Background: an optimization exercise with open tools, aiming at small area. Do not read the settings as production practice. Where RTL was checked, it was by simulation tests only, not by an equivalence proof against the original. Only the layout flow was run in run 3; the RTL was not checked for function there. Power figures rest on the tool's default switching activity, not on a simulated workload.

==> run.sh <==
#!/bin/bash
# synth_recipe.tcl (not shown) runs the flow's synth.tcl, then flattens the netlist and writes it again
# the make line also repeats each setting of config.mk as NAME=value (left out here)
make -C /OpenROAD-flow-scripts/flow DESIGN_CONFIG=/design/flow/config.mk WORK_HOME=/design/flow/orfs CLKGATE_MAP_FILE= SYNTH_SCRIPT=/design/flow/synth_recipe.tcl finish
==> config.mk <==
export PLATFORM = sky130hd
export DESIGN_NAME = motion_top
export DESIGN_NICKNAME = motion_top
export VERILOG_FILES = /design/flow/design.v
export SDC_FILE = /design/flow/constraint.sdc
export NUM_CORES = 4
export LEC_CHECK = 0
export CAP_MARGIN = 20
export CORE_MARGIN = 2
export CORE_UTILIZATION = 40
export SLEW_MARGIN = 20
==> constraint.sdc <==
create_clock -name core_clock -period 10.0 [get_ports {clk}]
set_input_delay 2.0000 -clock core_clock [delete_from_list [all_inputs] [get_ports {clk}]]
set_output_delay 2.0000 -clock core_clock [all_outputs]
set_load 0.01 [all_outputs]
==> design.v <==
package motion_pkg;
    typedef logic [32-1:0] word_t;
    typedef logic [4-1:0] reg_adr_t;
    typedef logic signed [32-1:0] velocity_t;
    typedef logic [32-1:0] phase_t;
    typedef logic signed [32-1:0] position_t;
    function automatic word_t dec(input word_t a);
        logic b;
        b = 1'b1;
        for (int i = 0; i < 32; i++) begin
            dec[i] = a[i] ^ b;
            b      = b & ~a[i];
        end
    endfunction
    function automatic word_t inc(input word_t a);
        logic c;
        c = 1'b1;
        for (int i = 0; i < 32; i++) begin
            inc[i] = a[i] ^ c;
            c      = c & a[i];
        end
    endfunction
    function automatic word_t incdec(input word_t a, input logic dn);
        logic c;
        c = 1'b1;
        for (int i = 0; i < 32; i++) begin
            incdec[i] = a[i] ^ c;
            c         = c & (a[i] ^ dn);
        end
    endfunction
    function automatic logic [32:0] add(input word_t a, input word_t b,
                                                    input logic ci);
        logic c;
        c = ci;
        for (int i = 0; i < 32; i++) begin
            add[i] = a[i] ^ b[i] ^ c;
            c      = (a[i] & b[i]) | (c & (a[i] ^ b[i]));
        end
        add[32] = c;
    endfunction
    function automatic logic [32:0] add_cs(input word_t a, input word_t b,
                                                       input logic ci);
        localparam int L = 18;
        logic  c, c0, c1;
        word_t s0, s1;
        c = ci;
        for (int i = 0; i < L; i++) begin
            add_cs[i] = a[i] ^ b[i] ^ c;
            c         = (a[i] & b[i]) | (c & (a[i] ^ b[i]));
        end
        c0 = 1'b0;
        c1 = 1'b1;
        s0 = '0;
        s1 = '0;
        for (int i = L; i < 32; i++) begin
            s0[i] = a[i] ^ b[i] ^ c0;
            c0    = (a[i] & b[i]) | (c0 & (a[i] ^ b[i]));
            s1[i] = a[i] ^ b[i] ^ c1;
            c1    = (a[i] & b[i]) | (c1 & (a[i] ^ b[i]));
        end
        for (int i = L; i < 32; i++) begin
            add_cs[i] = c ? s1[i] : s0[i];
        end
        add_cs[32] = c ? c1 : c0;
    endfunction
endpackage
`timescale 1ns/1ns
module motion_regs (
    input  logic                     clk,
    input  logic                     rst,
    input  logic                     wb_cyc,
    input  logic                     wb_stb,
    input  logic                     wb_we,
    input  motion_pkg::reg_adr_t     wb_adr,
    input  motion_pkg::word_t        wb_wdata,
    input  logic                     busy,
    input  logic                     done,
    input  logic                     abort,
    input  logic                     es_level,
    input  motion_pkg::position_t    pos0,
    input  motion_pkg::position_t    pos1,
    output motion_pkg::word_t        wb_rdata,
    output logic                     wb_ack,
    output motion_pkg::word_t        dt,
    output motion_pkg::word_t        steps,
    output motion_pkg::velocity_t    vel0,
    output motion_pkg::velocity_t    vel1,
    output motion_pkg::word_t        pulse_n,
    output logic                     start,
    output logic                     abort_en,
    output logic                     es_pol,
    output logic                     irq,
    output logic [2-1:0]  ctrl_inv,
    output logic [2-1:0]  axis_en
);
    motion_pkg::word_t ctrl;
    motion_pkg::word_t wdata;
    logic [3:0]        st_q;         
    logic              done_st;
    logic              aborted_st;
    logic              req;
    logic              wr_en;
    assign req   = wb_cyc & wb_stb & ~wb_ack;
    assign wr_en = wb_cyc & wb_stb & wb_we & wb_ack;  
    assign wdata = wb_wdata & {32{~rst}};
    logic [15:0] sel;
    always_comb begin
        sel = '0;
        sel[wb_adr] = 1'b1;
    end
    assign wb_rdata = ({32{sel[4'd0]}}   & ctrl)
                    | ({32{sel[4'd1]}}     & dt)
                    | ({32{sel[4'd2]}}  & steps)
                    | ({32{sel[4'd3]}}   & vel0)
                    | ({32{sel[4'd4]}}   & vel1)
                    | ({32{sel[4'd5]}}  & pulse_n)
                    | ({32{sel[4'd6]}} & {28'd0, st_q})
                    | ({32{sel[4'd7]}}   & pos0)
                    | ({32{sel[4'd8]}}   & pos1);
    always_ff @(posedge clk) begin
        st_q <= {es_level, aborted_st, done_st, busy};
    end
    always_ff @(posedge clk) begin
        wb_ack <= req & ~rst;
        start  <= wr_en & (wb_adr == 4'd9) & ~rst;
    end
    always_ff @(posedge clk) begin
        if (rst | (wr_en & (wb_adr == 4'd0)))  ctrl    <= wdata;
        if (rst | (wr_en & (wb_adr == 4'd1)))    dt      <= wdata;
        if (rst | (wr_en & (wb_adr == 4'd2))) steps   <= wdata;
        if (rst | (wr_en & (wb_adr == 4'd3)))  vel0    <= wdata;
        if (rst | (wr_en & (wb_adr == 4'd4)))  vel1    <= wdata;
        if (rst | (wr_en & (wb_adr == 4'd5))) pulse_n <= wdata;
    end
    always_ff @(posedge clk) begin
        if (rst) begin
            done_st    <= 1'b0;
            aborted_st <= 1'b0;
        end else begin
            if (wr_en && (wb_adr == 4'd6)) begin
                done_st    <= 1'b0;
                aborted_st <= 1'b0;
            end
            if (done) done_st <= 1'b1;
            if (abort && busy) aborted_st <= 1'b1;
        end
    end
    assign irq      = done_st | aborted_st;
    assign axis_en  = {ctrl[1], ctrl[0]};
    assign ctrl_inv = {ctrl[3], ctrl[2]};
    assign abort_en = ctrl[4];
    assign es_pol   = ctrl[5];
endmodule
`timescale 1ns/1ns
module step_tick_gen (
    input  logic               clk,
    input  logic               rst,
    input  logic               start,
    input  logic               abort,
    input  motion_pkg::word_t  dt,
    input  motion_pkg::word_t  steps,
    output logic               tick,
    output logic               busy,
    output logic               done
);
    motion_pkg::word_t dt_q;       
    motion_pkg::word_t cnt_n;      
    motion_pkg::word_t remain_n;   
    logic              launch;
    logic              more;
    logic              fire;
    assign launch = start & ~busy & ~done;
    assign more   = ~&remain_n;
    assign fire   = busy & ~abort & more & (&cnt_n[31:1]);
    always_ff @(posedge clk) begin
        if (rst) begin
            busy <= 1'b0;
            done <= 1'b0;
            tick <= 1'b0;
        end else begin
            busy <= launch | (busy & ~abort & more);
            done <= busy & ~abort & ~more;
            tick <= fire;
        end
    end
    always_ff @(posedge clk) begin
        if (launch) begin
            dt_q     <= dt;
            remain_n <= ~steps;
        end else if (fire) begin
            remain_n <= motion_pkg::inc(remain_n);
        end
        if (launch)    cnt_n <= ~dt;
        else if (fire) cnt_n <= ~dt_q;
        else           cnt_n <= motion_pkg::inc(cnt_n);
    end
endmodule
`timescale 1ns/1ns
module axis_rate_gen (
    input  logic                   clk,
    input  logic                   rst,
    input  logic                   start,
    input  logic                   tick,
    input  logic                   enable,
    input  logic                   invert,
    input  motion_pkg::velocity_t  vel,
    output logic                   step_req,
    output logic                   step_dir,
    output motion_pkg::position_t  pos
);
    localparam int LO = 16;
    localparam int HI = 32 - LO;
    logic [LO-1:0]      ph_lo;
    logic [HI-1:0]      ph_hi;
    logic               ph_k;
    motion_pkg::phase_t mag;         
    logic [LO-1:0]      s_lo;
    logic [HI-1:0]      s_hi;
    logic               c_lo;
    logic               c_hi;
    logic               c;
    logic               wrap;        
    logic               neg;
    logic               neg_q;
    assign neg = vel[31];
    assign mag = vel ^ {32{neg}};
    always_comb begin
        c = neg;
        for (int i = 0; i < LO; i++) begin
            s_lo[i] = ph_lo[i] ^ mag[i] ^ c;
            c       = (ph_lo[i] & mag[i]) | (c & (ph_lo[i] ^ mag[i]));
        end
        c_lo = c;
        c = ph_k;
        for (int i = 0; i < HI; i++) begin
            s_hi[i] = ph_hi[i] ^ mag[LO+i] ^ c;
            c       = (ph_hi[i] & mag[LO+i]) | (c & (ph_hi[i] ^ mag[LO+i]));
        end
        c_hi = c;
        wrap = c_lo & (&s_hi);
    end
    always_ff @(posedge clk) begin
        if (start) begin
            ph_lo <= '0;
            ph_hi <= '0;
            ph_k  <= 1'b0;
        end else if (tick && enable) begin
            ph_lo <= s_lo;
            ph_hi <= wrap ? '0 : s_hi;
            ph_k  <= c_lo & ~wrap;
        end
        step_req <= tick & enable & ~start & (c_hi | wrap) & ~rst;
        step_dir <= ~neg ^ invert;   
        neg_q    <= neg;
    end
    always_ff @(posedge clk) begin
        if (rst)           pos <= '0;
        else if (step_req) pos <= motion_pkg::incdec(pos, neg_q);
    end
endmodule
`timescale 1ns/1ns
module step_pulse_gen (
    input  logic               clk,
    input  logic               rst,
    input  logic               step_req,
    input  logic               step_dir,
    input  motion_pkg::word_t  pulse_n,
    output logic               step,
    output logic               dir
);
    logic              setup1;   
    logic              setup2;   
    motion_pkg::word_t cnt_n;    
    always_ff @(posedge clk) begin
        if (rst) begin
            setup1 <= 1'b0;
            setup2 <= 1'b0;
            step   <= 1'b0;
            dir    <= 1'b0;
        end else begin
            setup1 <= step_req;
            setup2 <= setup1 & ~step_req;
            if (step_req) dir <= step_dir;
            if (!step_req) begin
                if (setup2)                                 step <= 1'b1;
                else if (!setup1 && (&cnt_n[31:1]))      step <= 1'b0;
            end
        end
    end
    always_ff @(posedge clk) begin
        if (setup2) cnt_n <= ~pulse_n;
        else        cnt_n <= motion_pkg::inc(cnt_n);
    end
endmodule
`timescale 1ns/1ns
module endstop_guard (
    input  logic  clk,
    input  logic  rst,
    input  logic  endstop,
    input  logic  es_pol,
    input  logic  abort_en,
    output logic  es_level,
    output logic  abort
);
    logic       sync_a;
    logic       sync_b;
    logic [1:0] db_cnt;    
    always_ff @(posedge clk) begin
        if (rst) begin
            sync_a <= 1'b0;
            sync_b <= 1'b0;
        end else begin
            sync_a <= endstop;
            sync_b <= sync_a;
        end
    end
    always_ff @(posedge clk) begin
        if (rst) begin
            es_level <= 1'b0;
        end else if (sync_b != es_level && db_cnt == 2'(4 - 1)) begin
            es_level <= sync_b;
        end
    end
    always_ff @(posedge clk) begin
        if (rst || sync_b == es_level) db_cnt <= '0;
        else                           db_cnt <= db_cnt + 1'b1;
    end
    assign abort = abort_en & (es_level == es_pol);
endmodule
`timescale 1ns/1ns
module motion_top (
    input  logic                     clk,
    input  logic                     rst,
    input  logic                     wb_cyc,
    input  logic                     wb_stb,
    input  logic                     wb_we,
    input  motion_pkg::reg_adr_t     wb_adr,
    input  motion_pkg::word_t        wb_wdata,
    output motion_pkg::word_t        wb_rdata,
    output logic                     wb_ack,
    input  logic                     endstop,
    output logic [2-1:0]  mot_step,
    output logic [2-1:0]  mot_dir,
    output logic [2-1:0]  mot_enable,
    output logic                     irq
);
    motion_pkg::word_t      dt;
    motion_pkg::word_t      steps;
    motion_pkg::word_t      pulse_n;
    motion_pkg::velocity_t  vel0;
    motion_pkg::velocity_t  vel1;
    motion_pkg::position_t  pos0;
    motion_pkg::position_t  pos1;
    logic                   start;
    logic                   tick;
    logic                   busy;
    logic                   done;
    logic                   abort;
    logic                   abort_en;
    logic                   es_pol;
    logic                   es_level;
    logic [2-1:0] ctrl_inv;
    logic [2-1:0] axis_en;
    logic [2-1:0] step_req;
    logic [2-1:0] step_dir;
    assign mot_enable = ~axis_en;    
    motion_regs i_motion_regs (
        .clk(clk), .rst(rst),
        .wb_cyc(wb_cyc), .wb_stb(wb_stb), .wb_we(wb_we),
        .wb_adr(wb_adr), .wb_wdata(wb_wdata),
        .busy(busy), .done(done), .abort(abort), .es_level(es_level),
        .pos0(pos0), .pos1(pos1),
        .wb_rdata(wb_rdata), .wb_ack(wb_ack),
        .dt(dt), .steps(steps), .vel0(vel0), .vel1(vel1), .pulse_n(pulse_n),
        .start(start), .abort_en(abort_en), .es_pol(es_pol), .irq(irq),
        .ctrl_inv(ctrl_inv), .axis_en(axis_en)
    );
    step_tick_gen i_step_tick_gen (
        .clk(clk), .rst(rst), .start(start), .abort(abort),
        .dt(dt), .steps(steps),
        .tick(tick), .busy(busy), .done(done)
    );
    endstop_guard i_endstop_guard (
        .clk(clk), .rst(rst), .endstop(endstop), .es_pol(es_pol),
        .abort_en(abort_en), .es_level(es_level), .abort(abort)
    );
    axis_rate_gen i_axis_rate_gen_0 (
        .clk(clk), .rst(rst), .start(start), .tick(tick),
        .enable(axis_en[0]), .invert(ctrl_inv[0]), .vel(vel0),
        .step_req(step_req[0]), .step_dir(step_dir[0]), .pos(pos0)
    );
    axis_rate_gen i_axis_rate_gen_1 (
        .clk(clk), .rst(rst), .start(start), .tick(tick),
        .enable(axis_en[1]), .invert(ctrl_inv[1]), .vel(vel1),
        .step_req(step_req[1]), .step_dir(step_dir[1]), .pos(pos1)
    );
    step_pulse_gen i_step_pulse_gen_0 (
        .clk(clk), .rst(rst), .step_req(step_req[0]), .step_dir(step_dir[0]),
        .pulse_n(pulse_n), .step(mot_step[0]), .dir(mot_dir[0])
    );
    step_pulse_gen i_step_pulse_gen_1 (
        .clk(clk), .rst(rst), .step_req(step_req[1]), .step_dir(step_dir[1]),
        .pulse_n(pulse_n), .step(mot_step[1]), .dir(mot_dir[1])
    );
endmodule
==> flow_metrics.env, run 1 <==
export IMPL_synth_cell_area_mm2=0.0250
export IMPL_tns_ns=0
export IMPL_dp_final_hpwl_mm=54.7
export IMPL_synthFlopType="edfxtp_1"
export IMPL_grt_pass1_vias=18300
export IMPL_avgSynthCellArea_um2=11.1
export IMPL_fin_nets=2490
export IMPL_finalCriticalPeriod_ns=8.84
export IMPL_fin_ws_ns=1.16
export IMPL_regArea_mm2=0.0128
export IMPL_n_antenna_cell=0
export IMPL_syn2layout_area_growth_pct=14.0
export IMPL_vdd_drop_max_mv=0.137
export IMPL_post_cts_setup_buffer_count=0
export IMPL_track_usage=0.237
export IMPL_fill_cells=5628
export IMPL_holdPathEnd="i_motion_regs.st_q[2]$_DFF_P_"
export IMPL_viasPerCell=5.90
export IMPL_wl_mm=76.0
export IMPL_drc=0
export IMPL_cp_end_kind="flop"
export IMPL_avgRoutedWirePerCell_um=24.2
export IMPL_ys_seq_area_frac=0.512
export IMPL_worstPathArrival_ns=9.32
export IMPL_coreArea_mm2=0.0618
export IMPL_top_level_ports=82
export IMPL_die_y_um=254
export IMPL_antenna_found_initial=0
export IMPL_synth_cell_type_count=70
export IMPL_min_path_cells=0
export IMPL_hold_path_class="reg2reg"
export IMPL_cts_root_buf="clkbuf_16"
export IMPL_synthTopCellsByArea="edfxtp_1 31%, dfxtp_1 20%, ha_1 6.4%, fa_1 4.8%, a21oi_1 2.8%"
export IMPL_globalRouteOverflowTotal=0
export IMPL_finalCritPeriodShare=0.884
export IMPL_fin_cells=3144
export IMPL_cts_made_buffers=55
export IMPL_ys_warn_count=5
export IMPL_drt_iter0_markers=1923
export IMPL_setup_viol=0
export IMPL_clock_path_buffers=3
export IMPL_dr_pass1_iters=6
export IMPL_io_buffers=81
export IMPL_ys_seq_elements=512
export IMPL_clk_latency_ns=0.64
export IMPL_rsz0062_at_grt="false"
export IMPL_cp_max_fo=33
export IMPL_r2r_setup_slack_ns=1.16
export IMPL_powerDensity_mw_per_mm2=186
export IMPL_multiInputGateArea_mm2=0.0114
export IMPL_syn_inst=2249
export IMPL_cts_sinks=512
export IMPL_clock_skew_ns=0.0325
export IMPL_status="timing/DRC/antenna clean"
export IMPL_fp_dieW_um=254
export IMPL_clock_fmax_mhz=113
export IMPL_path_class="reg2reg"
export IMPL_leakage_nw=10.5
export IMPL_p_total_w=0.00530
export IMPL_cts_resized=0
export IMPL_r2r_start="i_motion_regs.vel0[31]$_DFFE_PP_"
export IMPL_hold_buffers=0
export IMPL_post_place_ws_ns=1.23
export IMPL_grt_max_degree=93
export IMPL_die_area_mm2=0.0646
export IMPL_worst_pin_slew_ns=1.16
export IMPL_min_from="i_motion_regs.aborted_st$_SDFFE_PP0P_"
export IMPL_cp_cell_sequence="buf_4, xor2_1, fa_1, fa_1, fa_1, fa_1, fa_1, fa_1, fa_1, fa_1, fa_1, fa_1, fa_1, fa_1, inv_1, fa_1, inv_1, fa_1, ha_1, nand4_1, nor4_1, nand2_1, a22oi_1, nor2_1"
export IMPL_clk_pin_slew_ns=0.06
export IMPL_slew_headroom=0.220
export IMPL_fp_row_count=91
export IMPL_grt_pass1_wl_mm=115
export IMPL_num_vias=18600
export IMPL_r2r_cells=24
export IMPL_final_hold_violation_count=0
export IMPL_worstPathRequired_ns=10.48
export IMPL_dp_cells=3038
export IMPL_cts_tree="done"
export IMPL_critPathLaunchType="flop"
export IMPL_slowest_stage="nor4_1"
export IMPL_htree_levels=2
export IMPL_ys_async_sr_fraction=0
export IMPL_yosys_area_top_type="edfxtp_1"
export IMPL_yosysTopAreaCellShare=0.307
export IMPL_start_util=0.405
export IMPL_synth_edf_count=256
export IMPL_drv_cap=0
export IMPL_ant_nets=0
export IMPL_final_max_slew_viol_count=0
export IMPL_slowest_delay_ns=0.53
export IMPL_synth_nets=2479
export IMPL_r2r_end="i_axis_rate_gen_0.ph_hi[13]$_SDFFE_PP0P_"
export IMPL_gp_congestion=0.918
export IMPL_drive_gt1_frac=0.0759
export IMPL_path_common_cell="fa_1"
[cells by family after synthesis]
| kind of cell | share of synthesized area |
|---|---|
| XOR/XNOR | 0.0413 |
| multiplexers | 0.0260 |
| adder cells (fa/ha/maj) | 0.112 |
| AND/OR/NAND/NOR | 0.127 |
| AO/OA/AOI/OAI | 0.146 |
| flip-flops | 0.512 |
| buffers and inverters | 0.0358 |
[stage by stage]
step	area (µm²)	hold WS (ns)	util
after floorplan	25000	0.344	-
after global placement	26600	0.366	0.430
after detailed placement	26600	0.368	0.430
after CTS	28500	0.374	0.460
after global routing	28500	0.377	0.461
final	28500	0.378	0.461
[area by class of cell]
class / count / area share
Sequential cell: 512 / 0.449
Clock buffer: 77 / 0.0533
Timing Repair Buffer: 122 / 0.0405
Multi-Input combinational cell: 1508 / 0.400
Inverter: 61 / 0.00803
Clock inverter: 27 / 0.0119
Tap cell: 837 / 0.0367
[worst max-delay path: cells and delay by family (launching register included)]
family / cells / cell delay (ns)
compound gates: 1 / 0.26
xor+xnor: 1 / 0.19
fa+ha+maj: 15 / 6.03
simple gates: 4 / 1.18
buf+inv: 3 / 0.63
flops: 1 / 0.36
[state kept, by name, indices dropped and copies added (netlist names), 32 cells and up]
register and cells:
i_step_pulse_gen_1.cnt_n 32, i_axis_rate_gen_1.pos 32, i_axis_rate_gen_0.pos 32, i_step_tick_gen.remain_n 32, i_step_tick_gen.cnt_n 32, i_motion_regs.vel0 32, i_motion_regs.ctrl 32, i_step_pulse_gen_0.cnt_n 32
i_motion_regs.dt 32, i_motion_regs.steps 32, i_motion_regs.vel1 32, i_step_tick_gen.dt_q 32, i_motion_regs.pulse_n 32
[worst max-delay path by stage]
stage | slack [ns] | end | start
after floorplan | 1.24 | i_axis_rate_gen_0.ph_hi[13]$_SDFFE_PP0P_ | i_motion_regs.vel0[31]$_DFFE_PP_
after global placement | 1.38 | i_axis_rate_gen_0.ph_hi[13]$_SDFFE_PP0P_ | i_motion_regs.vel0[16]$_DFFE_PP_
after detailed placement | 1.23 | i_axis_rate_gen_0.ph_hi[4]$_SDFFE_PP0P_ | i_motion_regs.vel0[31]$_DFFE_PP_
after CTS | 1.19 | i_axis_rate_gen_0.ph_hi[13]$_SDFFE_PP0P_ | i_motion_regs.vel0[31]$_DFFE_PP_
after global routing | 0.64 | i_axis_rate_gen_0.ph_hi[13]$_SDFFE_PP0P_ | i_motion_regs.vel0[31]$_DFFE_PP_
final | 1.16 | i_axis_rate_gen_0.ph_hi[13]$_SDFFE_PP0P_ | i_motion_regs.vel0[31]$_DFFE_PP_
[power by group]
part / internal, W / switching (W)
clock network: 0.00122 / 0.000877
registers: 0.00239 / 0.000153
logic: 0.000291 / 0.000372
total: 0.00390 / 0.00140
[layer usage]
layer / track usage / vias to the layer above / share of wire
met1: 0.318 / 9156 / 0.42
met5: 0 / - / 0
met3: 0.0350 / 154 / 0.072
li1: - / 8450 / -
met4: 0.0958 / 0 / 0.038
met2: 0.386 / 790 / 0.47
[synth_stat cells, types with 6 or more instances]
library cell  instances
a22o_1               18
clkbuf_1            137
nand3b_1              6
o21ai_0              94
nor4_1               26
edfxtp_1            256
nor3_1               15
o22ai_1              10
inv_1                60
a222oi_1             12
nand2_1             135
and4b_1              10
or2_2                 6
a21oi_1             140
nor4b_1               8
a32oi_1               9
or4_1                26
mux2_2               11
nor2b_1              41
nand4b_1              6
buf_1                21
a211oi_1             27
nand3_1              70
o31a_1               31
xor2_1               57
fa_1                 60
mux2i_1              51
ha_1                128
a221oi_1             44
dfxtp_1             256
or3_1                 9
a22oi_1              84
nor2_1              133
nand4_1              53
nand2b_1             12
xnor2_1              61
a221o_1               7
and3b_1               7
nor3b_1              16
o31ai_1              25
[cell usage in the layout, fill, tap and decap left out, types with 70 or more instances in the layout]
| cell type | Yosys | final |
|---|---|---|
| a21oi_1 | 140 | 140 |
| a22oi_1 | 84 | 84 |
| clkdlybuf4s50_1 | 0 | 80 |
| dfxtp_1 | 256 | 253 |
| edfxtp_1 | 256 | 256 |
| ha_1 | 128 | 127 |
| nand2_1 | 135 | 133 |
| nand3_1 | 70 | 70 |
| nor2_1 | 133 | 133 |
| o21ai_0 | 94 | 93 |
==> run 2, diff against run 1 <==
==> flow/run.sh (new file) <==
#!/bin/bash
# Layout flow: the standard synthesis and ORFS steps, with smaller port
# buffers and a clock tree built from fewer, larger buffers without dummy loads.
set -euo pipefail

bash standard.sh synth > synth.log 2>&1

CTS="-sink_clustering_enable -repair_clock_nets -dont_use_dummy_load"
CTS="$CTS -buf_list {sky130_fd_sc_hd__clkbuf_8 sky130_fd_sc_hd__clkbuf_16}"
CTS="$CTS -sink_clustering_size 24 -sink_clustering_max_diameter 60"

bash standard.sh \
    "BUFFER_PORTS_ARGS=-buffer_cell sky130_fd_sc_hd__buf_1" \
    "CTS_ARGS=$CTS" \
    finish > layout.log 2>&1
==> standard.sh (new file) <==
#!/bin/bash
# synth_recipe.tcl (not shown) runs the flow's synth.tcl, then flattens the netlist and writes it again
# the make line also repeats each setting of config.mk as NAME=value (left out here)
make -C /OpenROAD-flow-scripts/flow DESIGN_CONFIG=/design/flow/config.mk WORK_HOME=/design/flow/orfs CLKGATE_MAP_FILE= SYNTH_SCRIPT=/design/flow/synth_recipe.tcl "${@:-finish}"
removed: run.sh
==> flow_metrics.env, run 2 <==
export IMPL_synth_top_family_by_area="compound AO/OA/AOI/OAI gates"
export IMPL_io_buffers=81
export IMPL_final_cell_mix="256 x edfxtp_1, 253 x dfxtp_1, 140 x a21oi_1, 133 x nor2_1, 133 x nand2_1"
export IMPL_ys_warn_count=5
export IMPL_gp_congestion=0.920
export IMPL_num_vias=18300
export IMPL_yosys_top_cells_count="256 x dfxtp_1, 256 x edfxtp_1, 140 x a21oi_1"
export IMPL_fill_cells=5760
export IMPL_clk_latency_ns=0.60
export IMPL_fin_ws_ns=1.17
export IMPL_die_y_um=254
export IMPL_top_level_ports=82
export IMPL_slew_headroom=0.229
export IMPL_cts_resized=0
export IMPL_grt_pass1_vias=17700
export IMPL_finalCritPeriodShare=0.883
export IMPL_synth_adder_area_share=0.112
export IMPL_setup_viol=0
export IMPL_ys_async_sr_fraction=0
export IMPL_worstSetupStartpoint="i_motion_regs.vel0[16]$_DFFE_PP_"
export IMPL_fin_cells=3076
export IMPL_track_usage=0.235
export IMPL_slowest_stage="nor4_1"
export IMPL_hold_slack_ns=0.365
export IMPL_htree_levels=2
export IMPL_synthSimpleGateAreaFrac=0.127
export IMPL_regArea_mm2=0.0128
export IMPL_post_place_ws_ns=1.24
export IMPL_cp_cell_sequence="xor2_1, fa_1, fa_1, fa_1, fa_1, fa_1, fa_1, fa_1, fa_1, fa_1, fa_1, fa_1, fa_1, fa_1, inv_1, fa_1, inv_1, fa_1, ha_1, nand4_1, nor4_1, nand2_1, a22oi_1, nor2_1"
export IMPL_synth_mux_area_frac=0.0260
export IMPL_yosys_area_top_type="edfxtp_1"
export IMPL_synthXorXnorAreaFrac=0.0413
export IMPL_final_hold_violation_count=0
export IMPL_syn_inst=2249
export IMPL_placed_area_mm2=0.0261
export IMPL_leakage_nw=9.89
export IMPL_synthFlopType="edfxtp_1"
export IMPL_start_util=0.405
export IMPL_holdPathEnd="i_motion_regs.st_q[2]$_DFF_P_"
export IMPL_drive_gt1_frac=0.0558
export IMPL_dp_final_hpwl_mm=55.2
export IMPL_worstPathRequired_ns=10.42
export IMPL_status="timing/DRC/antenna clean"
export IMPL_dr_pass1_iters=9
export IMPL_drt_iter0_markers=1942
export IMPL_min_from="i_motion_regs.aborted_st$_SDFFE_PP0P_"
export IMPL_cts_made_buffers=38
export IMPL_path_common_cell="fa_1"
export IMPL_die_area_mm2=0.0646
export IMPL_drv_cap=0
export IMPL_synth_edf_count=256
export IMPL_avgSynthCellArea_um2=11.1
export IMPL_syn2layout_area_growth_pct=8.27
export IMPL_ant_nets=0
export IMPL_powerDensity_mw_per_mm2=168
export IMPL_clk_pin_slew_ns=0.10
export IMPL_cts_root_buf="clkbuf_16"
export IMPL_cp_max_fo=16
export IMPL_coreArea_mm2=0.0618
export IMPL_r2r_cells=24
export IMPL_avgRoutedWirePerCell_um=24.5
export IMPL_ys_seq_area_frac=0.512
export IMPL_slowest_delay_ns=0.50
export IMPL_finalCriticalPeriod_ns=8.83
export IMPL_dp_cells=3037
export IMPL_viasPerCell=5.95
export IMPL_cp_end_kind="flop"
export IMPL_synth_nets=2479
export IMPL_grt_pass1_wl_mm=113
export IMPL_cts_sinks=512
export IMPL_globalRouteOverflowTotal=0
export IMPL_clock_skew_ns=0.0526
export IMPL_design_area_mm2=0.0271
export IMPL_antenna_found_initial=1
export IMPL_fin_nets=2471
export IMPL_vdd_drop_max_mv=0.0974
export IMPL_ys_seq_elements=512
export IMPL_tns_ns=0
export IMPL_wl_mm=75.4
export IMPL_synth_cell_type_count=70
export IMPL_multiInputGateArea_mm2=0.0114
export IMPL_post_cts_setup_buffer_count=0
export IMPL_hold_path_class="reg2reg"
export IMPL_synth_cell_area_mm2=0.0250
export IMPL_n_antenna_cell=0
export IMPL_clock_fmax_mhz=113
export IMPL_r2r_end="i_axis_rate_gen_0.ph_hi[13]$_SDFFE_PP0P_"
export IMPL_final_max_slew_viol_count=0
export IMPL_r2r_setup_slack_ns=1.17
export IMPL_min_path_cells=0
export IMPL_path_class="reg2reg"
export IMPL_synth_compound_area_share=0.146
export IMPL_worstPathArrival_ns=9.25
export IMPL_synthTopCellsByArea="edfxtp_1 31%, dfxtp_1 20%, ha_1 6.4%, fa_1 4.8%, a21oi_1 2.8%"
export IMPL_grt_max_degree=96
export IMPL_fp_dieW_um=254
export IMPL_yosysTopAreaCellShare=0.307
export IMPL_mostFrequentLayoutCell="edfxtp_1"
export IMPL_worst_pin_slew_ns=1.15
export IMPL_drc=0
export IMPL_r2r_start="i_motion_regs.vel0[16]$_DFFE_PP_"
export IMPL_hold_buffers=0
export IMPL_clock_path_buffers=3
export IMPL_critPathLaunchType="flop"
export IMPL_cts_tree="done"
export IMPL_rsz0062_at_grt="false"
export IMPL_fp_row_count=91
run 2: cell counts after synthesis:
Identical to the previous run, type by type.
run 2: critical path: cells and delay by family, from the launching register on:
| kind | cells | cell delay [ns] |
|---|---|---|
| AND/OR/NAND/NOR | 4 | 1.15 |
| buffers and inverters | 2 | 0.13 |
| adder cells (fa/ha/maj) | 16 | 6.46 |
| AO/OA/AOI/OAI | 1 | 0.28 |
| XOR/XNOR | 1 | 0.18 |
| flip-flops | 1 | 0.44 |
run 2: worst max path at each step:
stage | slack, ns | cells past startpoint | to
after floorplan | 1.24 | 27 | i_axis_rate_gen_0.ph_hi[13]$_SDFFE_PP0P_
final | 1.17 | 24 | i_axis_rate_gen_0.ph_hi[13]$_SDFFE_PP0P_
after detailed placement | 1.24 | 24 | i_axis_rate_gen_0.ph_hi[13]$_SDFFE_PP0P_
after global placement | 1.35 | 24 | i_axis_rate_gen_0.ph_hi[13]$_SDFFE_PP0P_
after CTS | 1.15 | 24 | i_axis_rate_gen_0.ph_hi[13]$_SDFFE_PP0P_
after global routing | 0.66 | 24 | i_axis_rate_gen_0.ph_hi[7]$_SDFFE_PP0P_
run 2: report_power, final:
group	internal, W	switching [W]	leakage [nW]
sequential	0.00238	0.000150	4.53
clock	0.000673	0.000713	0.468
combinational	0.000262	0.000373	4.89
total	0.00332	0.00124	9.89
run 2: per-stage QoR:
step            util  power (W)
6_report       0.438    0.00456
5_1_grt        0.438    0.00477
4_1_cts        0.437    0.00459
3_5_place_dp   0.422    0.00322
3_3_place_gp   0.422    0.00318
2_1_floorplan      -    0.00296
run 2: cell type report:
cell class	instances	share of cell area
sequential	512	0.473
tap	837	0.0387
inverter	61	0.00845
timing repair buffer	120	0.0229
multi-input combinational	1508	0.422
clock buffer	38	0.0351
run 2: layer usage:
metal / track usage / routed length, µm
met1: 0.316 / 32000
met2: 0.389 / 35600
met3: 0.0280 / 4970
met4: 0.0918 / 2870
met5: 0 / 7
run 2: cells by family (layout without fill, tap and decap cells):
group	Yosys count	count (layout)
and+or+nand+nor	601	601
AOI/OAI and AO/OA	538	538
DFF	512	512
buffers and inverters	229	219
adders and majority gates	188	188
xor gates and xnor gates	118	118
muxes	63	63
==> run 3, diff against run 2 <==
--- a/design.v
+++ b/design.v
@@ -97,2 +97,3 @@
     motion_pkg::word_t wdata;
+    logic [7:0]        sel_q;        
     logic [3:0]        st_q;         
@@ -102,2 +103,10 @@
     logic              wr_en;
+    localparam int S_CTRL  = 0;
+    localparam int S_DT    = 1;
+    localparam int S_STEPS = 2;
+    localparam int S_VEL0  = 3;
+    localparam int S_VEL1  = 4;
+    localparam int S_PULSE = 5;
+    localparam int S_POS0  = 6;
+    localparam int S_POS1  = 7;
     assign req   = wb_cyc & wb_stb & ~wb_ack;
@@ -105,19 +114,22 @@
     assign wdata = wb_wdata & {32{~rst}};
-    logic [15:0] sel;
-    always_comb begin
-        sel = '0;
-        sel[wb_adr] = 1'b1;
-    end
-    assign wb_rdata = ({32{sel[4'd0]}}   & ctrl)
-                    | ({32{sel[4'd1]}}     & dt)
-                    | ({32{sel[4'd2]}}  & steps)
-                    | ({32{sel[4'd3]}}   & vel0)
-                    | ({32{sel[4'd4]}}   & vel1)
-                    | ({32{sel[4'd5]}}  & pulse_n)
-                    | ({32{sel[4'd6]}} & {28'd0, st_q})
-                    | ({32{sel[4'd7]}}   & pos0)
-                    | ({32{sel[4'd8]}}   & pos1);
     always_ff @(posedge clk) begin
-        st_q <= {es_level, aborted_st, done_st, busy};
+        sel_q[S_CTRL]  <= (wb_adr == 4'd0);
+        sel_q[S_DT]    <= (wb_adr == 4'd1);
+        sel_q[S_STEPS] <= (wb_adr == 4'd2);
+        sel_q[S_VEL0]  <= (wb_adr == 4'd3);
+        sel_q[S_VEL1]  <= (wb_adr == 4'd4);
+        sel_q[S_PULSE] <= (wb_adr == 4'd5);
+        sel_q[S_POS0]  <= (wb_adr == 4'd7);
+        sel_q[S_POS1]  <= (wb_adr == 4'd8);
+        st_q <= {es_level, aborted_st, done_st, busy} & {4{wb_adr == 4'd6}};
     end
+    assign wb_rdata = ({32{sel_q[S_CTRL]}}  & ctrl)
+                    | ({32{sel_q[S_DT]}}    & dt)
+                    | ({32{sel_q[S_STEPS]}} & steps)
+                    | ({32{sel_q[S_VEL0]}}  & vel0)
+                    | ({32{sel_q[S_VEL1]}}  & vel1)
+                    | ({32{sel_q[S_PULSE]}} & pulse_n)
+                    | ({32{sel_q[S_POS0]}}  & pos0)
+                    | ({32{sel_q[S_POS1]}}  & pos1)
+                    | {28'd0, st_q};
     always_ff @(posedge clk) begin
@@ -127,8 +139,8 @@
     always_ff @(posedge clk) begin
-        if (rst | (wr_en & (wb_adr == 4'd0)))  ctrl    <= wdata;
-        if (rst | (wr_en & (wb_adr == 4'd1)))    dt      <= wdata;
-        if (rst | (wr_en & (wb_adr == 4'd2))) steps   <= wdata;
-        if (rst | (wr_en & (wb_adr == 4'd3)))  vel0    <= wdata;
-        if (rst | (wr_en & (wb_adr == 4'd4)))  vel1    <= wdata;
-        if (rst | (wr_en & (wb_adr == 4'd5))) pulse_n <= wdata;
+        if (rst | (wr_en & sel_q[S_CTRL]))  ctrl    <= wdata;
+        if (rst | (wr_en & sel_q[S_DT]))    dt      <= wdata;
+        if (rst | (wr_en & sel_q[S_STEPS])) steps   <= wdata;
+        if (rst | (wr_en & sel_q[S_VEL0]))  vel0    <= wdata;
+        if (rst | (wr_en & sel_q[S_VEL1]))  vel1    <= wdata;
+        if (rst | (wr_en & sel_q[S_PULSE])) pulse_n <= wdata;
     end
==> flow/run.sh (replaced) <==
#!/bin/bash
# Layout flow: the standard synthesis, then the standard ORFS steps with
# one-cell port buffers, a clock tree of fewer, larger buffers without dummy
# loads, and no extra margin on slew and capacitance repair.
set -euo pipefail

bash standard.sh synth > synth.log 2>&1

CTS="-sink_clustering_enable -repair_clock_nets -dont_use_dummy_load"
CTS="$CTS -buf_list {sky130_fd_sc_hd__clkbuf_8}"
CTS="$CTS -sink_clustering_size 20 -sink_clustering_max_diameter 60"

bash standard.sh \
    "BUFFER_PORTS_ARGS=-buffer_cell sky130_fd_sc_hd__buf_1" \
    "CTS_ARGS=$CTS" \
    SLEW_MARGIN=0 CAP_MARGIN=0 \
    finish > layout.log 2>&1
==> flow_metrics.env, run 3 <==
export IMPL_avgRoutedWirePerCell_um=23.7
export IMPL_syn2layout_area_growth_pct=6.28
export IMPL_highest_layer="met4"
export IMPL_min_path_cells=1
export IMPL_htree_levels=2
export IMPL_synth_cell_area_mm2=0.0241
export IMPL_antenna_found_initial=1
export IMPL_regArea_mm2=0.0130
export IMPL_avgSynthCellArea_um2=11.5
export IMPL_slew_headroom=0.224
export IMPL_r2r_end="i_axis_rate_gen_1.ph_hi[13]$_SDFFE_PP0P_"
export IMPL_post_place_ws_ns=1.17
export IMPL_worstPathArrival_ns=9.36
export IMPL_drt_iter0_markers=1677
export IMPL_cp_max_fo=33
export IMPL_wl_mm=67.9
export IMPL_synthTopCellsByArea="edfxtp_1 32%, dfxtp_1 22%, ha_1 6.4%, fa_1 5.0%, a22oi_1 4.5%"
export IMPL_multiInputGateArea_mm2=0.0103
export IMPL_yosys_area_top_type="edfxtp_1"
export IMPL_mostFrequentLayoutCell="dfxtp_1"
export IMPL_r2r_start="i_motion_regs.vel1[31]$_DFFE_PP_"
export IMPL_cts_tree="done"
export IMPL_num_vias=16600
export IMPL_final_max_slew_viol_count=0
export IMPL_track_usage=0.214
export IMPL_cts_sinks=520
export IMPL_dp_final_hpwl_mm=47.7
export IMPL_cp_end_kind="flop"
export IMPL_holdPathEnd="i_step_pulse_gen_0.cnt_n[22]$_DFF_P_"
export IMPL_ys_warn_count=5
export IMPL_die_y_um=249
export IMPL_synthFlopType="dfxtp_1"
export IMPL_cts_resized=0
export IMPL_powerDensity_mw_per_mm2=164
export IMPL_final_cell_mix="261 x dfxtp_1, 256 x edfxtp_1, 145 x a22oi_1, 126 x nor2_1, 126 x a21oi_1"
export IMPL_viasPerCell=5.77
export IMPL_hold_path_class="reg2reg"
export IMPL_ys_async_sr_fraction=0
export IMPL_fin_nets=2322
export IMPL_dp_cells=2827
export IMPL_post_cts_setup_buffer_count=0
export IMPL_drv_cap=0
export IMPL_ant_nets=0
export IMPL_final_hold_violation_count=0
export IMPL_clk_latency_ns=0.68
export IMPL_dr_pass1_iters=6
export IMPL_critPathLaunchType="flop"
export IMPL_drive_gt1_frac=0.0516
export IMPL_dr_wl_met3_mm=4.31
export IMPL_yosysTopAreaCellShare=0.319
export IMPL_r2r_setup_slack_ns=1.11
export IMPL_grt_pass1_wl_mm=101
export IMPL_grt_pass1_vias=15800
export IMPL_leakage_nw=9.33
export IMPL_r2r_cells=24
export IMPL_path_common_cell="fa_1"
export IMPL_fin_ws_ns=1.11
export IMPL_slowest_delay_ns=0.48
export IMPL_vdd_drop_max_mv=0.0710
export IMPL_hold_buffers=0
export IMPL_rsz0062_at_grt="false"
export IMPL_syn_inst=2092
export IMPL_fp_row_count=89
export IMPL_finalCritPeriodShare=0.889
export IMPL_synth_edf_count=256
export IMPL_tns_ns=0
export IMPL_finalCriticalPeriod_ns=8.89
export IMPL_fp_dieW_um=249
export IMPL_cts_made_buffers=41
export IMPL_design_area_mm2=0.0256
export IMPL_cp_cell_sequence="buf_4, xor2_1, fa_1, fa_1, fa_1, fa_1, fa_1, fa_1, fa_1, fa_1, fa_1, fa_1, fa_1, fa_1, inv_1, fa_1, inv_1, fa_1, ha_1, nand4_1, nor4_1, nand2_1, a22oi_1, nor2_1"
export IMPL_synth_cell_type_count=63
export IMPL_fin_cells=2870
export IMPL_start_util=0.406
export IMPL_gp_congestion=0.843
export IMPL_slowest_stage="nor4_1"
export IMPL_fill_cells=5592
export IMPL_worstPathRequired_ns=10.48
export IMPL_top_level_ports=82
export IMPL_yosys_top_cells_count="264 x dfxtp_1, 256 x edfxtp_1, 145 x a22oi_1"
export IMPL_min_from="i_motion_regs.pulse_n[22]$_DFFE_PP_"
export IMPL_coreArea_mm2=0.0592
export IMPL_clock_fmax_mhz=113
export IMPL_globalRouteOverflowTotal=0
export IMPL_path_class="reg2reg"
export IMPL_setup_viol=0
export IMPL_ys_seq_elements=520
export IMPL_wl_met1_mm=29.4
export IMPL_clock_path_buffers=3
export IMPL_io_buffers=81
export IMPL_post_synth_top_count_cell="dfxtp_1"
export IMPL_ys_seq_area_frac=0.539
export IMPL_clk_pin_slew_ns=0.11
export IMPL_worst_pin_slew_ns=1.16
export IMPL_clock_skew_ns=0.0724
export IMPL_cts_root_buf="clkbuf_8"
export IMPL_status="timing/DRC/antenna clean"
export IMPL_wl_met2_mm=31.9
export IMPL_placed_area_mm2=0.0250
export IMPL_synth_nets=2317
export IMPL_grt_max_degree=70
export IMPL_drc=0
export IMPL_die_area_mm2=0.0621
run 3: cell types whose count changed in the layout (fill, tap and decap cells not counted), moves of 10 or more:
cell	delta
o21ai_0	-14
clkbuf_8	+41
a22o_1	-14
a21oi_1	-14
nand3_1	-24
mux2i_1	-11
nand2_1	-32
a221oi_1	-40
a22oi_1	+61
nand4_1	+10
clkbuf_16	-38
run 3: worst max path at each step:
stage	from	end	slack (ns)	depth (start not counted)
detailed placement	i_motion_regs.vel0[31]$_DFFE_PP_	i_axis_rate_gen_0.step_req$_DFF_P_	1.17	23
global placement	i_motion_regs.vel1[31]$_DFFE_PP_	i_axis_rate_gen_1.ph_hi[13]$_SDFFE_PP0P_	1.36	24
CTS	i_motion_regs.vel1[31]$_DFFE_PP_	i_axis_rate_gen_1.ph_hi[13]$_SDFFE_PP0P_	1.10	24
floorplan	i_motion_regs.vel1[31]$_DFFE_PP_	i_axis_rate_gen_1.ph_hi[13]$_SDFFE_PP0P_	1.24	27
finish	i_motion_regs.vel1[31]$_DFFE_PP_	i_axis_rate_gen_1.ph_hi[13]$_SDFFE_PP0P_	1.11	24
global route	i_motion_regs.vel0[31]$_DFFE_PP_	i_axis_rate_gen_0.step_req$_DFF_P_	0.64	23
run 3: power by group:
part | internal (W) | switching, W
clock | 0.000369 | 0.000677
sequential | 0.00242 | 0.000129
combinational | 0.000249 | 0.000353
total | 0.00304 | 0.00116
run 3: per-layer routing:
layer,track usage,vias to the layer above
met4,0.0731,0
li1,-,7673
met1,0.294,8224
met2,0.348,577
met3,0.0311,100
met5,0,-
run 3: metrics by stage:
| stage | total power [W] | utilization | hold WS [ns] |
|---|---|---|---|
| 2_1_floorplan | 0.00298 | - | 0.346 |
| 3_5_place_dp | 0.00320 | 0.422 | 0.425 |
| 3_3_place_gp | 0.00317 | 0.422 | 0.414 |
| 5_1_grt | 0.00441 | 0.432 | 0.455 |
| 6_report | 0.00420 | 0.432 | 0.433 |
| 4_1_cts | 0.00424 | 0.432 | 0.436 |
run 3: critical path, delay by kind of cell (launching register included):
kind,cells,cell delay (ns)
buffers and inverters,3,0.62
adders and majority gates,15,6.12
AOI/OAI and AO/OA,1,0.28
and+or+nand+nor,4,1.12
xor gates and xnor gates,1,0.17
DFF,1,0.38
run 3: cell families (layout without fill, tap and decap cells):
kind of cell    after synthesis  after routing  synth area share
simple gates                531            531             0.118
xor+xnor                    111            111            0.0404
compound gates              476            476             0.130
flops                       520            520             0.539
buf+inv                     217            220            0.0349
fa+ha+maj                   183            183             0.114
other cells                   0              2                 0
mux                          54             54            0.0232
run 3: layout make-up:
class                           count  area share
Tap cell                          773      0.0378
Clock buffer                       41      0.0221
Sequential cell                   520       0.507
Timing Repair Buffer              111      0.0208
Antenna cell                        2    0.000196
Inverter                           68     0.00998
Multi-Input combinational cell   1355       0.402
==> run 4, diff against run 3 <==
--- a/design.v
+++ b/design.v
@@ -14,5 +14,5 @@
     endfunction
-    function automatic word_t inc(input word_t a);
+    function automatic word_t inc(input word_t a, input logic ci);
         logic c;
-        c = 1'b1;
+        c = ci;
         for (int i = 0; i < 32; i++) begin
@@ -22,5 +22,5 @@
     endfunction
-    function automatic word_t incdec(input word_t a, input logic dn);
+    function automatic word_t incdec(input word_t a, input logic dn, input logic ci);
         logic c;
-        c = 1'b1;
+        c = ci;
         for (int i = 0; i < 32; i++) begin
@@ -183,2 +183,3 @@
     logic              fire;
+    logic              hold;
     assign launch = start & ~busy & ~done;
@@ -186,2 +187,3 @@
     assign fire   = busy & ~abort & more & (&cnt_n[31:1]);
+    assign hold   = busy & ~abort & more;    
     always_ff @(posedge clk) begin
@@ -192,3 +194,3 @@
         end else begin
-            busy <= launch | (busy & ~abort & more);
+            busy <= launch | hold;
             done <= busy & ~abort & ~more;
@@ -198,11 +200,9 @@
     always_ff @(posedge clk) begin
-        if (launch) begin
-            dt_q     <= dt;
-            remain_n <= ~steps;
-        end else if (fire) begin
-            remain_n <= motion_pkg::inc(remain_n);
-        end
-        if (launch)    cnt_n <= ~dt;
-        else if (fire) cnt_n <= ~dt_q;
-        else           cnt_n <= motion_pkg::inc(cnt_n);
+        if (!hold) dt_q <= dt;
+    end
+    always_ff @(posedge clk) begin
+        if (launch) remain_n <= ~steps;
+        else        remain_n <= motion_pkg::inc(remain_n, fire);
+        if (launch | fire) cnt_n <= ~dt_q;
+        else               cnt_n <= motion_pkg::inc(cnt_n, 1'b1);
     end
@@ -268,4 +268,4 @@
     always_ff @(posedge clk) begin
-        if (rst)           pos <= '0;
-        else if (step_req) pos <= motion_pkg::incdec(pos, neg_q);
+        if (rst) pos <= '0;
+        else     pos <= motion_pkg::incdec(pos, neg_q, step_req);
     end
@@ -303,3 +303,3 @@
         if (setup2) cnt_n <= ~pulse_n;
-        else        cnt_n <= motion_pkg::inc(cnt_n);
+        else        cnt_n <= motion_pkg::inc(cnt_n, 1'b1);
     end
==> flow/run.sh (replaced) <==
#!/bin/bash
# Layout flow: the standard synthesis, then the standard ORFS steps with
# one-cell (buf_1) port buffers and a clock tree of clkbuf_8 leaves without
# dummy loads. Each step's full output goes to a log file in this folder
# (and ORFS's own per-stage logs under orfs/logs).
set -euo pipefail

bash standard.sh synth > synth.log 2>&1

CTS="-sink_clustering_enable -repair_clock_nets -dont_use_dummy_load"
CTS="$CTS -buf_list {sky130_fd_sc_hd__clkbuf_8}"
CTS="$CTS -sink_clustering_size 16 -sink_clustering_max_diameter 50"

bash standard.sh \
    "BUFFER_PORTS_ARGS=-buffer_cell sky130_fd_sc_hd__buf_1" \
    "CTS_ARGS=$CTS" \
    finish > layout.log 2>&1
--- a/config.mk
+++ b/config.mk
@@ -7,5 +7,6 @@
 export LEC_CHECK = 0
-export CAP_MARGIN = 20
+export CAP_MARGIN = 0
 export CORE_MARGIN = 2
-export CORE_UTILIZATION = 40
-export SLEW_MARGIN = 20
+export CORE_UTILIZATION = 60
+export PLACE_DENSITY = 0.7
+export SLEW_MARGIN = 0
==> flow_metrics.env, run 4 <==
export IMPL_clk_pin_slew_ns=0.10
export IMPL_top_level_ports=82
export IMPL_fp_row_count=72
export IMPL_path_common_cell="fa_1"
export IMPL_hold_path_class="reg2reg"
export IMPL_die_y_um=201
export IMPL_setup_viol=0
export IMPL_io_buffers=81
export IMPL_min_from="i_step_tick_gen.dt_q[7]$_DFFE_PN_"
export IMPL_htree_levels=2
export IMPL_synthTopCellsByArea="edfxtp_1 29%, dfxtp_1 25%, ha_1 6.6%, fa_1 5.1%, a22oi_1 3.8%"
export IMPL_post_cts_setup_buffer_count=0
export IMPL_p_comb_frac=0.114
export IMPL_drive_gt1_frac=0.0522
export IMPL_cp_cell_sequence="buf_4, xor2_1, fa_1, fa_1, fa_1, fa_1, fa_1, fa_1, fa_1, fa_1, fa_1, fa_1, fa_1, fa_1, inv_1, fa_1, inv_1, fa_1, ha_1, nand4_1, nor4_1, nand2_1, a2111oi_0"
export IMPL_wl_mm=59.6
export IMPL_seqPwrFrac=0.617
export IMPL_coreArea_mm2=0.0386
export IMPL_avgSynthCellArea_um2=11.5
export IMPL_leakage_nw=9.42
export IMPL_synthFlopType="dfxtp_1"
export IMPL_r2r_end="i_axis_rate_gen_1.step_req$_DFF_P_"
export IMPL_synth_edf_count=224
export IMPL_ant_nets=0
export IMPL_clk_latency_ns=0.64
export IMPL_mostFrequentLayoutCell="dfxtp_1"
export IMPL_gp_congestion=0.866
export IMPL_cts_resized=0
export IMPL_final_cell_mix="293 x dfxtp_1, 224 x edfxtp_1, 131 x a21oi_1, 128 x nor2_1, 124 x ha_1"
export IMPL_syn2layout_area_growth_pct=5.54
export IMPL_grt_pass1_wl_mm=91.8
export IMPL_worstSetupStartpoint="i_motion_regs.vel1[31]$_DFFE_PP_"
export IMPL_worstPathArrival_ns=9.33
export IMPL_hold_buffers=0
export IMPL_final_hold_violation_count=0
export IMPL_critPathLaunchType="flop"
export IMPL_worstPathRequired_ns=10.51
export IMPL_synth_cell_type_count=56
export IMPL_slowest_stage="buf_4"
export IMPL_path_class="reg2reg"
export IMPL_status="timing/DRC/antenna clean"
export IMPL_ys_seq_area_frac=0.542
export IMPL_worst_pin_slew_ns=1.30
export IMPL_power_share_clock=0.269
export IMPL_vdd_drop_max_mv=0.133
export IMPL_ys_seq_elements=520
export IMPL_track_usage=0.299
export IMPL_min_path_cells=1
export IMPL_antenna_found_initial=1
export IMPL_cp_max_fo=33
export IMPL_ys_warn_count=5
export IMPL_slew_headroom=0.132
export IMPL_yosys_top_cells_count="296 x dfxtp_1, 224 x edfxtp_1, 131 x a21oi_1"
export IMPL_clock_path_buffers=3
export IMPL_cellInternalPower_w=0.00299
export IMPL_syn_inst=2023
export IMPL_clock_fmax_mhz=113
export IMPL_cts_root_buf="clkbuf_8"
export IMPL_drc=0
export IMPL_synth_cell_area_mm2=0.0233
export IMPL_fp_dieW_um=201
export IMPL_switchingPower_w=0.00106
export IMPL_cts_tree="done"
export IMPL_powerDensity_mw_per_mm2=164
export IMPL_slowest_delay_ns=0.51
export IMPL_grt_pass1_vias=15600
export IMPL_avgRoutedWirePerCell_um=23.2
export IMPL_r2r_setup_slack_ns=1.18
export IMPL_drv_cap=0
export IMPL_num_vias=15800
export IMPL_r2r_cells=23
export IMPL_cp_end_kind="flop"
export IMPL_start_util=0.606
export IMPL_grt_max_degree=70
export IMPL_viasPerCell=6.16
export IMPL_rsz0062_at_grt="false"
export IMPL_p_sw_frac=0.262
export IMPL_yosys_area_top_type="edfxtp_1"
export IMPL_dr_pass1_iters=6
export IMPL_ys_async_sr_fraction=0
export IMPL_tns_ns=0
export IMPL_r2r_start="i_motion_regs.vel1[31]$_DFFE_PP_"
export IMPL_post_synth_top_count_cell="dfxtp_1"
export IMPL_die_area_mm2=0.0405
export IMPL_critPathCapture="i_axis_rate_gen_1.step_req$_DFF_P_"
export IMPL_synth_nets=2249
export IMPL_fin_util=0.639
export IMPL_cts_sinks=520
export IMPL_finalCritPeriodShare=0.882
export IMPL_drt_iter0_markers=1604
export IMPL_dp_final_hpwl_mm=41.4
export IMPL_yosysTopAreaCellShare=0.288
export IMPL_globalRouteOverflowTotal=0
export IMPL_clock_skew_ns=0.0580
export IMPL_cts_made_buffers=47
export IMPL_finalCriticalPeriod_ns=8.82
export IMPL_fin_nets=2277
export IMPL_final_max_slew_viol_count=0
## run 4: cell count changes after synthesis, sizes merged, moves of 28 or more
cell,delta
a22oi,-28
inv,+31
o31a,-33
mux2i,+30
dfxtp,+32
edfxtp,-32
## run 4: cell type report
type / count / area, µm²
fill: 3098 / 13900
clock buffer: 47 / 647
timing repair buffer: 113 / 548
tap: 518 / 648
inverter: 99 / 372
antenna: 1 / 2.50
multi-input combinational: 1270 / 9770
sequential: 520 / 12700
## run 4: metrics by stage
| stage | total power, W | hold WS [ns] | cells | cell area, µm² | setup slack, ns |
|---|---|---|---|---|---|
| finish | 0.00405 | 0.405 | 2568 | 24600 | 1.18 |
| global placement | 0.00297 | 0.405 | 2520 | 24000 | 1.43 |
| global route | 0.00423 | 0.428 | 2567 | 24600 | 0.689 |
| CTS | 0.00407 | 0.411 | 2567 | 24600 | 1.17 |
| detailed placement | 0.00300 | 0.410 | 2520 | 24000 | 1.24 |
| floorplan | 0.00282 | 0.346 | 2023 | 23300 | 1.36 |
## run 4: logic make-up after synthesis
logic type / share of synthesized area
flops: 0.542
simple gates: 0.121
compound gates: 0.102
buf+inv: 0.0402
fa+ha+maj: 0.118
xor+xnor: 0.0431
mux: 0.0332
## run 4: how the worst min path moves through the flow
stage,end,slack (ns)
final,i_step_tick_gen.cnt_n[7]$_DFF_P_,0.41
after global routing,i_step_tick_gen.cnt_n[7]$_DFF_P_,0.43
after CTS,i_step_tick_gen.cnt_n[7]$_DFF_P_,0.41
after detailed placement,i_step_tick_gen.cnt_n[11]$_DFF_P_,0.41
after global placement,i_step_tick_gen.cnt_n[14]$_DFF_P_,0.40
after floorplan,i_axis_rate_gen_0.neg_q$_DFF_P_,0.35
## run 4: worst max-delay path: cells and delay by family (launching register included)
kind                       cells  cell delay [ns]
and+or+nand+nor                3             0.90
adders and majority gates     15             6.08
buffers and inverters          3             0.65
AOI/OAI and AO/OA              1             0.47
xor gates and xnor gates       1             0.19
DFF                            1             0.38
## run 4: metal layers
layer	wire length [µm]	GRT usage	up-vias
li1	-	-	7294
met1	24800	0.412	7717
met2	26500	0.459	706
met3	6340	0.0836	99
met4	1900	0.106	0
met5	0	0	-
## run 4: power by group through the flow
stage | sequential (W) | combinational [W] | clock, W
floorplan | 0.00248 | 0.000337 | 0
global placement | 0.00254 | 0.000439 | 0
detailed placement | 0.00254 | 0.000461 | 0
CTS | 0.00249 | 0.000465 | 0.00111
global route | 0.00251 | 0.000528 | 0.00119
finish | 0.00250 | 0.000462 | 0.00109
==> run 5, diff against run 4 <==
--- a/config.mk
+++ b/config.mk
@@ -7,2 +7,3 @@
 export LEC_CHECK = 0
+export ABC_AREA = 1
 export CAP_MARGIN = 0
==> flow_metrics.env, run 5 <==
export IMPL_multiInputGateArea_mm2=0.00927
export IMPL_cts_root_buf="clkbuf_8"
export IMPL_syn_inst=2281
export IMPL_dp_final_hpwl_mm=43.1
export IMPL_tns_ns=0
export IMPL_yosysTopAreaCellShare=0.291
export IMPL_track_usage=0.298
export IMPL_grt_pass1_vias=16200
export IMPL_syn2layout_area_growth_pct=5.91
export IMPL_yosys_top_cells_count="380 x nand2_1, 296 x dfxtp_1, 247 x o21ai_0"
export IMPL_fp_row_count=71
export IMPL_cp_end_kind="flop"
export IMPL_switchingPower_w=0.00111
export IMPL_slew_headroom=0.297
export IMPL_drt_iter0_markers=1377
export IMPL_synth_cell_area_mm2=0.0231
export IMPL_post_cts_setup_buffer_count=0
export IMPL_wl_mm=59.3
export IMPL_p_sw_frac=0.269
export IMPL_hold_path_class="reg2reg"
export IMPL_p_comb_frac=0.131
export IMPL_rsz0062_at_grt="false"
export IMPL_finalCritPeriodShare=0.868
export IMPL_final_hold_violation_count=0
export IMPL_ys_seq_elements=520
export IMPL_final_cell_mix="379 x nand2_1, 296 x dfxtp_1, 246 x o21ai_0, 224 x edfxtp_1, 193 x inv_1"
export IMPL_cp_cell_sequence="buf_4, xor2_1, fa_1, fa_1, fa_1, fa_1, fa_1, fa_1, fa_1, fa_1, fa_1, fa_1, fa_1, fa_1, inv_1, fa_1, inv_1, fa_1, ha_1, nand4_1, nor4_1, nand2_1, a21oi_1, a211oi_1"
export IMPL_globalRouteOverflowTotal=0
export IMPL_path_common_cell="fa_1"
export IMPL_powerDensity_mw_per_mm2=169
export IMPL_io_buffers=81
export IMPL_avgRoutedWirePerCell_um=20.9
export IMPL_n_antenna_cell=0
export IMPL_setup_viol=0
export IMPL_avgSynthCellArea_um2=10.1
export IMPL_seqPwrFrac=0.605
export IMPL_vdd_drop_max_mv=0.129
export IMPL_viasPerCell=5.80
export IMPL_synthFlopType="dfxtp_1"
export IMPL_worstPathRequired_ns=10.52
export IMPL_fin_nets=2557
export IMPL_synth_nets=2507
export IMPL_htree_levels=2
export IMPL_fin_ws_ns=1.32
export IMPL_ys_seq_area_frac=0.548
export IMPL_final_max_slew_viol_count=0
export IMPL_ys_async_sr_fraction=0
export IMPL_drc=0
export IMPL_yosys_area_top_type="edfxtp_1"
export IMPL_clock_path_buffers=3
export IMPL_cts_tree="done"
export IMPL_worst_pin_slew_ns=1.05
export IMPL_antenna_found_initial=3
export IMPL_power_share_clock=0.263
export IMPL_fp_dieW_um=200
export IMPL_gp_congestion=0.885
export IMPL_placed_area_mm2=0.0238
export IMPL_coreArea_mm2=0.0378
export IMPL_num_vias=16500
export IMPL_cellInternalPower_w=0.00302
export IMPL_dr_pass1_iters=5
export IMPL_die_area_mm2=0.0401
export IMPL_die_y_um=200
export IMPL_clk_latency_ns=0.65
export IMPL_cts_sinks=520
export IMPL_drv_cap=0
export IMPL_synth_cell_type_count=44
export IMPL_clk_pin_slew_ns=0.10
export IMPL_cp_max_fo=33
export IMPL_slowest_stage="buf_4"
export IMPL_ys_warn_count=5
export IMPL_synth_edf_count=224
export IMPL_clock_skew_ns=0.0462
export IMPL_regArea_mm2=0.0127
export IMPL_grt_max_degree=67
export IMPL_ant_nets=0
export IMPL_critPathLaunchType="flop"
export IMPL_clock_fmax_mhz=115
export IMPL_p_total_w=0.00413
export IMPL_synthTopCellsByArea="edfxtp_1 29%, dfxtp_1 26%, ha_1 6.7%, nand2_1 6.2%, o21ai_0 5.4%"
export IMPL_status="timing/DRC/antenna clean"
export IMPL_finalCriticalPeriod_ns=8.68
export IMPL_cts_made_buffers=46
export IMPL_post_place_ws_ns=1.34
export IMPL_post_synth_top_count_cell="nand2_1"
export IMPL_hold_slack_ns=0.410
export IMPL_worstPathArrival_ns=9.20
export IMPL_design_area_mm2=0.0245
export IMPL_path_class="reg2reg"
export IMPL_grt_pass1_wl_mm=91.1
export IMPL_drive_gt1_frac=0.0507
export IMPL_top_level_ports=82
export IMPL_cts_resized=0
export IMPL_start_util=0.612
export IMPL_fill_cells=3015
export IMPL_slowest_delay_ns=0.49
export IMPL_hold_buffers=0
export IMPL_leakage_nw=9.84
export IMPL_mostFrequentLayoutCell="nand2_1"
[run 5: cell types whose count changed after synthesis, sizes merged, moves of 21 or more]
| cell | previous run | this run |
|---|---|---|
| a21oi | 131 | 168 |
| a22oi | 117 | 0 |
| nor2 | 128 | 158 |
| mux2i | 70 | 1 |
| xnor2 | 64 | 31 |
| nand3 | 37 | 65 |
| or4 | 26 | 1 |
| a211oi | 26 | 2 |
| nor2b | 45 | 0 |
| inv | 99 | 196 |
| o21ai | 57 | 255 |
| o31ai | 21 | 0 |
| a221oi | 4 | 39 |
| nand2 | 98 | 386 |
[run 5: area by class of cell]
| type | count | area share |
|---|---|---|
| inverters | 202 | 0.0310 |
| flip-flops and latches | 520 | 0.517 |
| repair buffers | 109 | 0.0211 |
| well taps | 511 | 0.0261 |
| clock buffers | 46 | 0.0259 |
| multi-input cells | 1452 | 0.379 |
[run 5: per-layer routing]
| metal | track usage | vias to the layer above | wire length [µm] | share of wire |
|---|---|---|---|---|
| met1 | 0.391 | 7831 | 24400 | 0.41 |
| li1 | - | 7888 | - | - |
| met4 | 0.148 | 6 | 2940 | 0.050 |
| met5 | 0 | - | 51 | 0.00086 |
| met3 | 0.0568 | 132 | 4750 | 0.080 |
| met2 | 0.478 | 602 | 27200 | 0.46 |
[run 5: cell families (layout without fill, tap and decap cells)]
logic type                 count (synthesis)  after routing  synth area share
adders and majority gates                184            184             0.119
muxes                                      1              1          0.000433
xor gates and xnor gates                  67             67            0.0254
DFF                                      520            520             0.548
and+or+nand+nor                          701            701             0.136
AOI/OAI and AO/OA                        499            499             0.119
buffers and inverters                    309            357            0.0521
[run 5: path summary, 6_finish.rpt]
check / start / end / slack [ns] / cells after the start
setup reg to reg: i_motion_regs.vel1[31]$_DFFE_PP_ / i_axis_rate_gen_1.ph_hi[13]$_SDFFE_PP0P_ / 1.32 / 24
hold / removal: i_step_tick_gen.dt_q[28]$_DFFE_PN_ / i_step_tick_gen.cnt_n[28]$_DFF_P_ / 0.41 / 1
hold reg to reg: i_step_tick_gen.dt_q[28]$_DFFE_PN_ / i_step_tick_gen.cnt_n[28]$_DFF_P_ / 0.41 / 1
setup / recovery: i_motion_regs.vel1[31]$_DFFE_PP_ / i_axis_rate_gen_1.ph_hi[13]$_SDFFE_PP0P_ / 1.32 / 24
[run 5: power by group through the flow]
stage	combinational [W]	clock, W	sequential [W]
floorplan	0.000398	0	0.00250
global placement	0.000516	0	0.00254
detailed placement	0.000541	0	0.00255
CTS	0.000544	0.00110	0.00250
global route	0.000627	0.00118	0.00252
finish	0.000542	0.00109	0.00250
[run 5: per-stage QoR]
step,cells,util
final,2840,0.648
after global routing,2840,0.648
after CTS,2840,0.648
after detailed placement,2794,0.631
after global placement,2794,0.631
after floorplan,2281,-
[run 5: critical path: cells and delay by family (launching register included)]
kind	cells	cell delay [ns]
AOI/OAI and AO/OA	2	0.31
xor gates and xnor gates	1	0.18
adders and majority gates	15	6.03
buffers and inverters	3	0.65
DFF	1	0.38
and+or+nand+nor	3	0.99

separate check: timing with driven ports:
Ports are ideal in the flow. The routed layouts listed here were re-timed in OpenROAD. Step 1 assumes that a clkbuf_16 drives the clock port and a buf_2 every other input. Step 2 adds t to the input delays and takes it off the output delays; t is the mean of the earliest and latest rising clock arrival at the registers after step 1. Input paths then give back, and output paths get back, about the clock's delay inside the block. Slacks: no drivers / after step 1 / after step 2; pairs: no drivers / after step 1.
| run | t (ns) | setup WS [ns] | hold slack, ns | worst setup path at the end | pins driven straight from the clock port |
|---|---|---|---|---|---|
| run 1 | 0.682 | 1.164 / 1.164 / 1.164 | 0.378 / 0.378 / 0.378 | register to register | 1 |
| run 2 | 0.633 | 1.166 / 1.166 / 1.166 | 0.365 / 0.365 / 0.365 | register to register | 1 |
| run 3 | 0.696 | 1.115 / 1.115 / 1.115 | 0.433 / 0.433 / 0.433 | register to register | 1 |
| run 4 | 0.669 | 1.176 / 1.176 / 1.176 | 0.405 / 0.405 / 0.405 | register to register | 1 |
| run 5 | 0.684 | 1.321 / 1.321 / 1.321 | 0.410 / 0.410 / 0.410 | register to register | 1 |
After both steps setup and hold are still met in every run listed.
